This design comes from an exercise in tuning for small area, a short achievable clock period and few clock cycles on the open sky130 flow, not from production work. The RTL of this run was laid out without a check of its function.

### run.sh
#!/bin/bash
# synth_recipe.tcl (not shown) runs the flow's synth.tcl, then flattens the netlist and writes it again
# the make line also repeats each setting of config.mk as NAME=value (left out here)
make -C /OpenROAD-flow-scripts/flow DESIGN_CONFIG=/design/flow/config.mk WORK_HOME=/design/flow/orfs CLKGATE_MAP_FILE= SYNTH_SCRIPT=/design/flow/synth_recipe.tcl finish
### config.mk
export PLATFORM = sky130hd
export DESIGN_NAME = speck_block_cipher_param
export DESIGN_NICKNAME = speck_block_cipher_param
export VERILOG_FILES = /design/flow/design.v
export SDC_FILE = /design/flow/constraint.sdc
export NUM_CORES = 4
export LEC_CHECK = 0
export ABC_CLOCK_PERIOD_IN_PS = 2500
export CAP_MARGIN = 20
export CORE_MARGIN = 2
export CORE_UTILIZATION = 40
export SETUP_SLACK_MARGIN = 3.5
export SLEW_MARGIN = 20
### constraint.sdc
create_clock -name core_clock -period 7.0 [get_ports {clk}]
set_input_delay 1.4000 -clock core_clock [delete_from_list [all_inputs] [get_ports {clk}]]
set_output_delay 1.4000 -clock core_clock [all_outputs]
set_load 0.01 [all_outputs]
### design.v
module speck_block_cipher_param #(
    parameter int WORD      = 32,
    parameter int KEY_WORDS = 4,
    parameter int ROUNDS    = 27,
    parameter int ALPHA     = 8,
    parameter int BETA      = 3
) (
    input  logic                      clk,
    input  logic                      reset,
    input  logic                      key_load,
    input  logic [WORD*KEY_WORDS-1:0] key,
    output logic                      key_ready,
    input  logic                      start,
    input  logic                      mode,
    input  logic [2*WORD-1:0]         din,
    output logic                      busy,
    output logic                      done,
    output logic [2*WORD-1:0]         dout
);
    localparam int CW = 5;
    localparam logic [CW-1:0] LAST = CW'(ROUNDS - 1);   
    localparam logic [CW-1:0] LSTEP = CW'(ROUNDS - 2);  
    function automatic logic [WORD-1:0] ror(input logic [WORD-1:0] v, input int s);
        ror = (v >> s) | (v << (WORD - s));
    endfunction
    function automatic logic [WORD-1:0] rol(input logic [WORD-1:0] v, input int s);
        rol = (v << s) | (v >> (WORD - s));
    endfunction
    logic          r_run;      
    logic          r_exp;      
    logic          r_busy;
    logic          r_mode;
    logic [CW-1:0] r_cnt;      
    logic          r_wend;     
    logic          r_have_end; 
    logic          r_loaded;   
    logic          r_key_ready;
    logic          r_done;
    logic [WORD-1:0]   r_x, r_y;
    logic [WORD-1:0]   r_wk, r_w0, r_w1, r_w2;  
    logic [4*WORD-1:0] r_o;
    logic [2*WORD-1:0] r_dout;
    logic w_key_acc, w_start_acc, w_last, w_first, w_swap, w_need_exp, w_exp_last;
    logic [WORD-1:0] w_rx, w_ry;
    logic [WORD-1:0] w_fl, w_fk, w_bk, w_bl;
    logic [CW-1:0]   w_cm1;
    assign w_key_acc   = !r_busy && key_load;
    assign w_start_acc = !r_busy && start && !key_load && r_key_ready;
    assign w_last     = r_run && (r_cnt == (r_mode ? CW'(0) : LAST));
    assign w_first    = r_run && (r_cnt == (r_mode ? LAST : CW'(0)));
    assign w_exp_last = r_exp && (r_cnt == LSTEP);
    assign w_swap     = (r_wend != mode) && r_have_end;
    assign w_need_exp = (r_wend != mode) && !r_have_end;
    assign w_cm1      = r_cnt - CW'(1);
    logic [WORD-1:0] w_da, w_db, w_ds, w_dxy, w_ka, w_kb, w_ks, w_kxy, w_kc;
    assign w_dxy = ror(r_x ^ r_y, BETA);
    assign w_da  = r_mode ? (r_x ^ r_wk) : ror(r_x, ALPHA);
    assign w_db  = r_mode ? ~w_dxy : r_y;
    assign w_ds  = w_da + w_db + WORD'(r_mode);
    assign w_rx  = r_mode ? rol(w_ds, ALPHA) : (w_ds ^ r_wk);
    assign w_ry  = r_mode ? w_dxy : (rol(r_y, BETA) ^ w_ds ^ r_wk);
    logic w_kdec;
    assign w_kdec = r_mode && !r_exp;
    assign w_kc  = WORD'(w_kdec ? w_cm1 : r_cnt);
    assign w_kxy = ror(r_w2 ^ r_wk, BETA);
    assign w_ka  = w_kdec ? (r_w2 ^ w_kc) : ror(r_w0, ALPHA);
    assign w_kb  = w_kdec ? ~w_kxy : r_wk;
    assign w_ks  = w_ka + w_kb + WORD'(w_kdec);
    assign w_fl  = w_ks ^ w_kc;
    assign w_fk  = rol(r_wk, BETA) ^ w_ks ^ w_kc;
    assign w_bk  = w_kxy;
    assign w_bl  = rol(w_ks, ALPHA);
    assign busy      = r_busy;
    assign key_ready = r_key_ready;
    assign done      = r_done;
    assign dout      = r_dout;
    always_ff @(posedge clk or posedge reset) begin
        if (reset) begin
            r_run       <= 1'b0;
            r_exp       <= 1'b0;
            r_busy      <= 1'b0;
            r_mode      <= 1'b0;
            r_cnt       <= '0;
            r_wend      <= 1'b0;
            r_have_end  <= 1'b0;
            r_loaded    <= 1'b0;
            r_key_ready <= 1'b0;
            r_done      <= 1'b0;
            r_dout      <= '0;
        end else begin
            r_done      <= w_last;
            if (w_last) r_dout <= {w_rx, w_ry};
            r_key_ready <= r_loaded && !w_key_acc;
            if (w_key_acc) begin
                r_loaded   <= 1'b1;
                r_wend     <= 1'b0;
                r_have_end <= 1'b0;
            end
            if (w_exp_last) begin
                r_exp  <= 1'b0;
                r_run  <= 1'b1;
                r_cnt  <= LAST;
            end else if (r_exp) begin
                r_cnt  <= r_cnt + CW'(1);
            end else if (r_run && !w_last) begin
                r_cnt  <= r_mode ? w_cm1 : r_cnt + CW'(1);
            end
            if (w_last) r_run <= 1'b0;
            if (w_start_acc) begin
                r_mode     <= mode;
                r_wend     <= !mode;
                r_have_end <= 1'b1;
                r_run      <= !w_need_exp;
                r_exp      <= w_need_exp;
                r_cnt      <= (mode && !w_need_exp) ? LAST : CW'(0);
            end
            if (w_start_acc)
                r_busy <= 1'b1;
            else if ((r_run && !w_last && (r_mode ? (r_cnt == CW'(1)) : (r_cnt == LAST - CW'(1)))))
                r_busy <= 1'b0;
            else if (w_last)
                r_busy <= 1'b0;
        end
    end
    always_ff @(posedge clk) begin
        if (w_start_acc) begin
            r_x <= din[2*WORD-1:WORD];
            r_y <= din[WORD-1:0];
        end else if (r_run) begin
            r_x <= w_rx;
            r_y <= w_ry;
        end
        if (w_key_acc) begin
            {r_w2, r_w1, r_w0, r_wk} <= key;
        end else if (w_start_acc && w_swap) begin
            {r_w2, r_w1, r_w0, r_wk} <= r_o;
        end else if (r_exp || (r_run && !w_last)) begin
            if (r_mode && !r_exp) begin
                r_wk <= w_bk;
                r_w0 <= w_bl;
                r_w1 <= r_w0;
                r_w2 <= r_w1;
            end else begin
                r_wk <= w_fk;
                r_w0 <= r_w1;
                r_w1 <= r_w2;
                r_w2 <= w_fl;
            end
        end
        if (w_first) r_o <= {r_w2, r_w1, r_w0, r_wk};
    end
endmodule
==> parameters.txt <==
Parameter                              Value

Logic synthesis
  Async set-or-reset flop fraction in the synthesized netlist    0.1960
  Share of the synthesized area in the top cell type    0.3964
  Syn Std Cell Area    24240 µm²
  Mux share of post-synthesis cell area    0.01724
  Synth Area in Simple Gates    0.1407
  Most numerous cell types in the synthesized netlist    nand2_1 (518), edfxtp_1 (320), o21ai_0 (301)
  Gate Count Post-Synth    2645
  Post-Syn Nets    2911
  Count of flip-flops with a built-in enable after synthesis    320
  Dominant combinational cell family by area after synthesis    compound AO/OA/AOI/OAI gates
  Fraction of the mapped netlist area in compound gates    0.1890
  Post-synthesis share of cell area spent on full adders, half adders and majority gates    0.03686
  Most repeated cell in the gate-level netlist after synthesis    nand2_1
  Ranking of synthesized cells by area    edfxtp_1 (40%), dfrtp_1 (8.1%), nand2_1 (8.0%)
  Sequential element share of the synthesized area    0.4770
  Xor/xnor cell area share of the yosys netlist    0.1018
  Area leader, netlist    edfxtp_1
  Count of different cell masters after synthesis    78
  Post-synthesis register bit count    398
  Average footprint of a synthesized cell    9.164 µm²
  Warning count from the yosys run    1
  Top_reg_cell synth    edfxtp_1

Route
  Detailed-route via count    22400
  DRC violations left    0
  Violation count after the first detailed-routing iteration    1998
  Pre-Repair DR Iteration Count    7
  Vias per cell    5.833
  Residual antenna-violating net count after detailed routing    0
  Per-cell routed wire length    25.68 µm
  Wire length after detailed routing    98.62 mm

Global routing
  First-pass GRT wire length    139.8 mm
  Pin count of the biggest net entering global routing    129
  Via count of the first global-routing pass    22010
  Global-route total usage across every layer    0.2979
  Number of antenna violations at the first check in global routing    1
  Overflow after GRT    0

Place
  Placer Congestion    0.9355
  Port bufs    263
  Dpl hpwl    62.13 mm

STA
  Actual slew at the worst max-slew pin    1.019 ns
  Tmin final    4.303 ns
  Hold Vio Cnt, Final    0
  Unrepaired setup endpoints after global routing    yes
  Share of the clock period used by the worst path    0.6146
  Total negative slack for setup checks    0 ns
  Upper clock frequency limit    232.4 MHz
  Number of max-slew violations in the final report    0
  Slew HR    0.3206
  Setup violations, final    0
  Post-Route Skew    0.02489 ns
  Post-Route Hold Slack    0.4596 ns

Critical path
  Critical path type    flop to flop
  Critical register-to-register path endpoint    r_wk[30]$_DFFE_PP_
  Register-to-Register Path Depth    19
  Critical Path End Type    flop
  CP Max Fanout    5
  Required arrival time at the worst endpoint    7.46 ns
  Data arrival time of the critical path    4.76 ns
  R2r startpoint    r_mode$_DFFE_PP0P_
  Setup crit start kind    flop
  Worst reg-to-reg setup slack    2.70 ns

Hold path
  Startpoint of the most critical hold path    r_loaded$_DFFE_PP0P_
  Worst Hold Path Cells    1
  Endpoint of the worst hold-timing path    r_loaded$_DFFE_PP0P_
  Tightest Hold Check Type    flop to flop

Cells and area
  Number of fill cells    5234
  Area taken by flip-flops and latches    11570 µm²
  Post-layout util    0.5690
  Fraction of final layout cells sized beyond drive strength 1    0.2489
  Layout overhead on the synthesized area    41.17%
  Layout net count    3293
  Area occupied by multi-input gates    14590 µm²
  Number of diodes    0

Clocking
  Clock tree root buffer cell    clkbuf_16
  Clock tree from TritonCTS    yes
  CTS Hold Buffers Added    0
  Clock sink count    398
  Max Buffers Root-to-Sink    3
  CTS HTree Levels    2
  Skew-Pair Late Insertion Delay    0.61 ns
  Clock buffer count from CTS    44
  Clock slew at reported path FFs    0.06 ns

Die
  Area inside the core boundary    60130 µm²
  Die W    250.2 µm
  Starting Density    0.4031
  IO Count    264
  Standard-cell row count    90
  Die Outline Area    62590 µm²
  Die height    250.2 µm

Flow run
  # Max-Cap Violations    0

Status
  Result of the run  no timing/DRC/antenna violations
==> repair_timing <==
action | CTS | global route
cloned | 16 | 5
buffers inserted | 114 | 106
setup endpoints to repair | 320 | 288
pin swaps | 86 | 247
resized for setup | 325 | 440
==> critical path: stages (launching register included) <==
cell       delay, ns
dfrtp_4         0.56
clkinv_16       0.07
nor2_4          0.04
buf_12          0.14
buf_8           0.13
clkinv_8        0.06
nand2_2         0.04
o21a_1          0.13
fa_2            0.38
fa_2            0.37
nand2b_4        0.17
a2111oi_4       0.40
a211oi_4        0.09
o21ai_4         0.17
a211oi_4        0.10
o31a_1          0.30
or4b_4          0.54
nand3_4         0.08
mux2_4          0.32
nor2_4          0.08
==> kinds of logic (layout without fill, tap and decap cells) <==
logic type               after synthesis  count (layout)
AO/OA/AOI/OAI                        802             802
XOR/XNOR                             267             267
adder cells (fa/ha/maj)               69              69
buffers and inverters                241             651
flip-flops                           398             398
multiplexers                          39              39
AND/OR/NAND/NOR                      829             832
==> flip-flops by register name, summed over array words and instances (netlist names) <==
register and count:
r_dout 64, r_cnt 5, r_done 1, r_y 32, r_wk 32, r_key_ready 1, r_w2 32, r_w1 32
r_busy 1, r_exp 1, r_have_end 1, r_wend 1, r_mode 1, r_run 1, r_x 32, r_o 128
r_loaded 1, r_w0 32
==> how the worst max path moves through the flow <==
stage / startpoint / to / slack (ns) / cells after the start
final: r_mode$_DFFE_PP0P_ / r_wk[30]$_DFFE_PP_ / 2.70 / 19
after global routing: r_mode$_DFFE_PP0P_ / r_wk[30]$_DFFE_PP_ / 2.61 / 19
after CTS: r_mode$_DFFE_PP0P_ / r_wk[30]$_DFFE_PP_ / 2.76 / 16
after global placement: r_mode$_DFFE_PP0P_ / r_wk[30]$_DFFE_PP_ / 1.30 / 18
after floorplan: r_mode$_DFFE_PP0P_ / r_o[0]$_DFFE_PP_ / 1.56 / 6
after detailed placement: r_mode$_DFFE_PP0P_ / r_wk[30]$_DFFE_PP_ / 1.23 / 18
==> routing by layer <==
layer,share of wire,track usage
met5,0,0
met4,0.049,0.1355
met3,0.061,0.04063
met2,0.48,0.4924
met1,0.41,0.3898
==> cells in the final DEF (no fill, tap or decap), drive strengths merged, types with 35 or more instances in the layout <==
| cell type | netlist | routed |
|---|---|---|
| nand2 | 518 | 519 |
| buf | 40 | 251 |
| xor2 | 84 | 84 |
| nor2 | 190 | 190 |
| o21ai | 308 | 308 |
| a21o | 35 | 35 |
| clkbuf | 156 | 62 |
| ha | 65 | 65 |
| xnor2 | 174 | 174 |
| clkdlybuf4s50 | 0 | 263 |
| edfxtp | 320 | 320 |
| a21oi | 298 | 298 |
| o211ai | 36 | 36 |
| inv | 44 | 47 |
| dfrtp | 78 | 78 |
==> per-stage QoR <==
stage	setup slack (ns)	instance area (µm²)	cells
final	2.697	34220	3840
after global routing	2.613	34220	3840
after CTS	2.757	31660	3729
after detailed placement	1.230	27510	3522
after global placement	1.299	27510	3522
after floorplan	1.564	24340	2645
==> cell type report <==
cell class	instances	area share
clock buffer	58	0.03492
clock inverter	19	0.005558
inverter	45	0.006106
multi-input combinational	2009	0.4264
sequential	398	0.3381
tap	782	0.02859
timing repair buffer	524	0.1584
timing repair inverter	5	0.001938

==> separate check: timing with driven ports <==
Ports are ideal in the flow. The routed layout listed here was re-timed in OpenROAD.
Step 1, drivers: a clkbuf_16 drives clk and a buf_2 each remaining input, both assumed.
Step 2 moves the port delays by t, midway between the first and last clock arrival at a register: inputs arrive t later, outputs are due t later. That takes back most of the time a late clock gives input paths.
Slacks: ideal / step 1 / step 2; pairs: ideal / step 1.
t, ns: 0.661
slack for setup (ns): 2.697 / 2.697 / 2.697
hold WS [ns]: 0.460 / 0.460 / 0.460
After both steps setup and hold are still met in this run. The setup slack of this run moves by 0.000 ns with the drivers and by 0.000 ns with both steps.
